This is an optimization exercise on Yosys and OpenROAD, whose aim is small area and a short achievable clock period, not a production implementation.
At most, simulation tests tie the RTL to the original design; equivalence was not proved.
Power and IR drop assume default switching activity.

// vector_sequencer
module vector_sequencer (
  input  logic                                   clk_i,
  input  logic                                   rst_ni,
  input  seq_pkg::seq_req_t                      seq_req_i,
  input  logic                                   seq_req_valid_i,
  output logic                                   seq_req_ready_o,
  output seq_pkg::seq_resp_t                     seq_resp_o,
  output logic                                   seq_resp_valid_o,
  output seq_pkg::pe_req_t                       pe_req_o,
  output logic                                   pe_req_valid_o,
  input  logic                                   pe_req_ready_i,
  input  logic [seq_pkg::NrUnits-1:0][seq_pkg::NrVInsn-1:0] pe_done_i,
  input  logic                                   addrgen_ack_i,
  input  logic                                   addrgen_error_i,
  input  logic [15:0]                            addrgen_error_vl_i,
  input  logic [31:0]                            scalar_resp_i,
  input  logic                                   scalar_resp_valid_i,
  output logic                                   scalar_resp_ready_o,
  output logic                                   seq_idle_o,
  output seq_pkg::vmask_t                        running_o,
  output logic [seq_pkg::NrVInsn-1:0][seq_pkg::NrVInsn-1:0] global_hazard_table_o
);
Size in the first run: about 310 flip-flops, ~330 I/O pins, roughly 0.017 mm2 of cells after synthesis.
clock: 9.0 ns
lec_check: 0
cap_margin: 20
core_margin: 2
core_utilization: 40
cts_buf_list: sky130_fd_sc_hd__clkbuf_8
setup_slack_margin: 3.6
slew_margin: 20
standard.sh (not shown) runs the stock make flow with config.mk's settings and CLKGATE_MAP_FILE= SYNTH_SCRIPT=/design/flow/synth_recipe.tcl, a recipe that flattens the netlist after the stock synthesis.
==> flow/flow/run.sh <==
#!/bin/bash
# Standard ORFS layout, with plain buffers on the ports instead of the
# delay buffers buffer_ports picks by default.
set -euo pipefail
export BUFFER_PORTS_ARGS="-buffer_cell sky130_fd_sc_hd__buf_2"
bash standard.sh finish > flow_standard.log 2>&1
Rerun with:
Settings changed: CTS_BUF_LIST sky130_fd_sc_hd__clkbuf_8 to not set, SETUP_SLACK_MARGIN 3.6 to 3.0.
Effect: Combinational power came out lower by 4.3%. Total power came out higher by 2.9%. Register-to-register slack improved by 130 ps. Non-clock buffer count came out lower by 27. Worst setup slack got worse by 410 ps. Clock-buffer cell count came out lower by 1. Design area came out lower by 3.2%. Cell count came out lower by 2.5%. Critical path depth came out lower by 1. Sequential power stays flat.


vector_sequencer, a different RTL version from the one above (not shown whole).
Size in the first run: about 1500 cells after synthesis, roughly 300 flip-flops, roughly 330 I/O pins.
Settings: LEC_CHECK=0, CAP_MARGIN=20, CORE_MARGIN=2, CORE_UTILIZATION=40, CTS_BUF_LIST=sky130_fd_sc_hd__clkbuf_8, CTS_CLUSTER_DIAMETER=50, CTS_CLUSTER_SIZE=20, SETUP_SLACK_MARGIN=3.6, SLEW_MARGIN=20; clock period 9.0 ns.
==> flow/flow/run.sh <==
#!/bin/bash
# Standard ORFS layout, with plain buffers on the ports instead of the
# delay buffers buffer_ports picks by default.
set -euo pipefail
export BUFFER_PORTS_ARGS="-buffer_cell sky130_fd_sc_hd__buf_1"
bash standard.sh finish > flow_standard.log 2>&1
The starting point produced a clean layout.
==> next run, changes <==
Settings changed: CTS_BUF_LIST sky130_fd_sc_hd__clkbuf_8 to sky130_fd_sc_hd__clkbuf_16, CTS_CLUSTER_DIAMETER 50 to 60, CTS_CLUSTER_SIZE 20 to 30.
Outcome: The changed run produced a clean layout. Die area is unchanged. Wire length barely changes. Global-route usage is lower by 0.15 points. Worst setup slack loses 0.011 ns.
==> next run, changes <==
--- a/flow/flow/run.sh
+++ b/flow/flow/run.sh
@@ -4,3 +4,4 @@
 set -euo pipefail
 export BUFFER_PORTS_ARGS="-buffer_cell sky130_fd_sc_hd__buf_1"
+
 bash standard.sh finish > flow_standard.log 2>&1
Settings changed: CORE_UTILIZATION 40 to 60, CTS_BUF_LIST sky130_fd_sc_hd__clkbuf_16 to sky130_fd_sc_hd__clkbuf_8, CTS_CLUSTER_DIAMETER 60 to 50, CTS_CLUSTER_SIZE 30 to 20, PLACE_DENSITY set to 0.7.
After rerunning: The changed run passed the timing, design-rule and antenna checks. Die area is lower by 33%. Synthesized area is unchanged. Core utilization is higher by 23 points. Total power is lower by about 8%. Wire length is lower by about 6.5%. First-iteration DRC count is higher by about 26%.
==> next run, changes <==
--- a/flow/flow/run.sh
+++ b/flow/flow/run.sh
@@ -4,4 +4,4 @@
 set -euo pipefail
 export BUFFER_PORTS_ARGS="-buffer_cell sky130_fd_sc_hd__buf_1"
-
+export CTS_ARGS="-sink_clustering_enable -repair_clock_nets -dont_use_dummy_load -buf_list sky130_fd_sc_hd__clkbuf_8 -sink_clustering_size 20 -sink_clustering_max_diameter 50"
 bash standard.sh finish > flow_standard.log 2>&1
Settings changed: CTS_BUF_LIST sky130_fd_sc_hd__clkbuf_8 to unset, CTS_CLUSTER_DIAMETER 50 to unset, CTS_CLUSTER_SIZE 20 to unset.
After rerunning: The changed run finished with timing, DRC and antenna clean. Die area does not change. Clock power went down by 27%. Via count went down by 0.51%. Fmax is about the same. Count of clock-buffer cells in the layout went down by 1. Sequential power stays flat. Hold slack barely changes. Flip-flop and latch count is unchanged.
No functional check of the RTL was part of any run of this note.


vector_sequencer, a different RTL version from the one above (not shown whole).
Size in the first run: roughly 1500 cells after synthesis, ~300 flip-flops, ~330 I/O pins, roughly 17000 µm² of cells after synthesis.
clock: 9.0 ns
lec_check: 0
cap_margin: 20
core_margin: 2
core_utilization: 60
place_density: 0.7
setup_slack_margin: 4.5
slew_margin: 20
synth_hierarchical: 1
==> flow/flow/run.sh <==
#!/bin/bash
# Standard ORFS layout, with plain buffers on the ports instead of the
# delay buffers buffer_ports picks by default, and a clock tree without
# dummy loads.
set -euo pipefail
export BUFFER_PORTS_ARGS="-buffer_cell sky130_fd_sc_hd__buf_1"
export CTS_ARGS="-sink_clustering_enable -repair_clock_nets -dont_use_dummy_load -buf_list sky130_fd_sc_hd__clkbuf_8 -sink_clustering_size 20 -sink_clustering_max_diameter 50"
bash standard.sh finish > flow_standard.log 2>&1
Rerun with:
--- a/flow/flow/run.sh
+++ b/flow/flow/run.sh
@@ -7,0 +8 @@
+export SETUP_MOVE_SEQUENCE="unbuffer,sizeup,swap,clone,split"
=> The new run completed with no timing, DRC or antenna violations. Maximum frequency hardly moves. Design area goes down by 2.1%. Global-route usage goes down by 0.79 points. Worst setup slack is about the same. Utilization goes down by 1.5 points. First-iteration DRC count goes down by 13%. Cell count goes down by 2.3%. Area after synthesis stays the same. Total power hardly moves. Via count goes down by 1.5%. Combinational power goes down by about 1%.
Rerun with:
SETUP_SLACK_MARGIN = 4.0   (was 4.5)
After rerunning:
- The new run completed without violations
- wire length is lower by 0.49%
- register-to-register slack is better by 0.03 ns
- power grows by 0.32%
- global-route usage came out lower by 0.23 points
- non-clock buffer count fell by 4
- sequential share of layout area goes up by 0.26 points
- setup slack loses 0.064 ns
- via count fell by 1.7%
- maximum frequency falls by 1.3%
- sequential cell count does not change
Rerun with:
SETUP_SLACK_MARGIN = 4.3   (was 4.0)
=> Clock power fell slightly. Cell area is higher slightly. Register-to-register slack improves by 0.11 ns. Worst hold slack is worse by 0.039 ns. Global-route usage rises by 0.17 points. Via count came out higher slightly. Total power stays flat. Non-clock buffer count went up by 4. Sequential cell count stays the same.

[static timing again, ports no longer ideal]
How much do the figures lean on ideal ports? The routed layouts below were timed once more, with nothing changed but the port constraints.
Step 1 assumes that a clkbuf_16 drives the clock port and a buf_2 every other input.
Step 2 adds t to the input delays and takes it off the output delays; t is the mean of the earliest and latest rising clock arrival at the registers after step 1. Input paths then give back, and output paths get back, about the clock's delay inside the block.
Slacks: ideal / step 1 / step 2; pairs: ideal / step 1.
run | t, ns | slack for setup (ns) | worst register clock-pin slew, ns
the first run of note 1 | 0.688 | 3.543 / 3.380 / 3.380 | 0.07 / 0.07
the second run of note 1 | 0.597 | 3.137 / 3.083 / 3.083 | 0.07 / 0.07
the first run of note 2 | 0.650 | 3.521 / 3.474 / 3.474 | 0.11 / 0.11
the second run of note 2 | 0.630 | 3.510 / 3.482 / 3.482 | 0.09 / 0.09
the third run of note 2 | 0.593 | 3.499 / 3.458 / 3.458 | 0.10 / 0.10
the fourth run of note 2 | 0.569 | 3.489 / 3.448 / 3.448 | 0.10 / 0.10
the first run of note 3 | 0.562 | 4.011 / 3.958 / 3.563 | 0.10 / 0.10
the second run of note 3 | 0.563 | 4.013 / 3.957 / 3.637 | 0.10 / 0.10
the third run of note 3 | 0.595 | 3.949 / 3.904 / 3.649 | 0.12 / 0.12
the fourth run of note 3 | 0.563 | 3.997 / 3.942 / 3.791 | 0.10 / 0.10
After both steps every run listed still meets setup and hold. The setup slack of the first run of note 3, which loses most, moves by -0.053 ns with the drivers and by -0.448 ns with both steps.
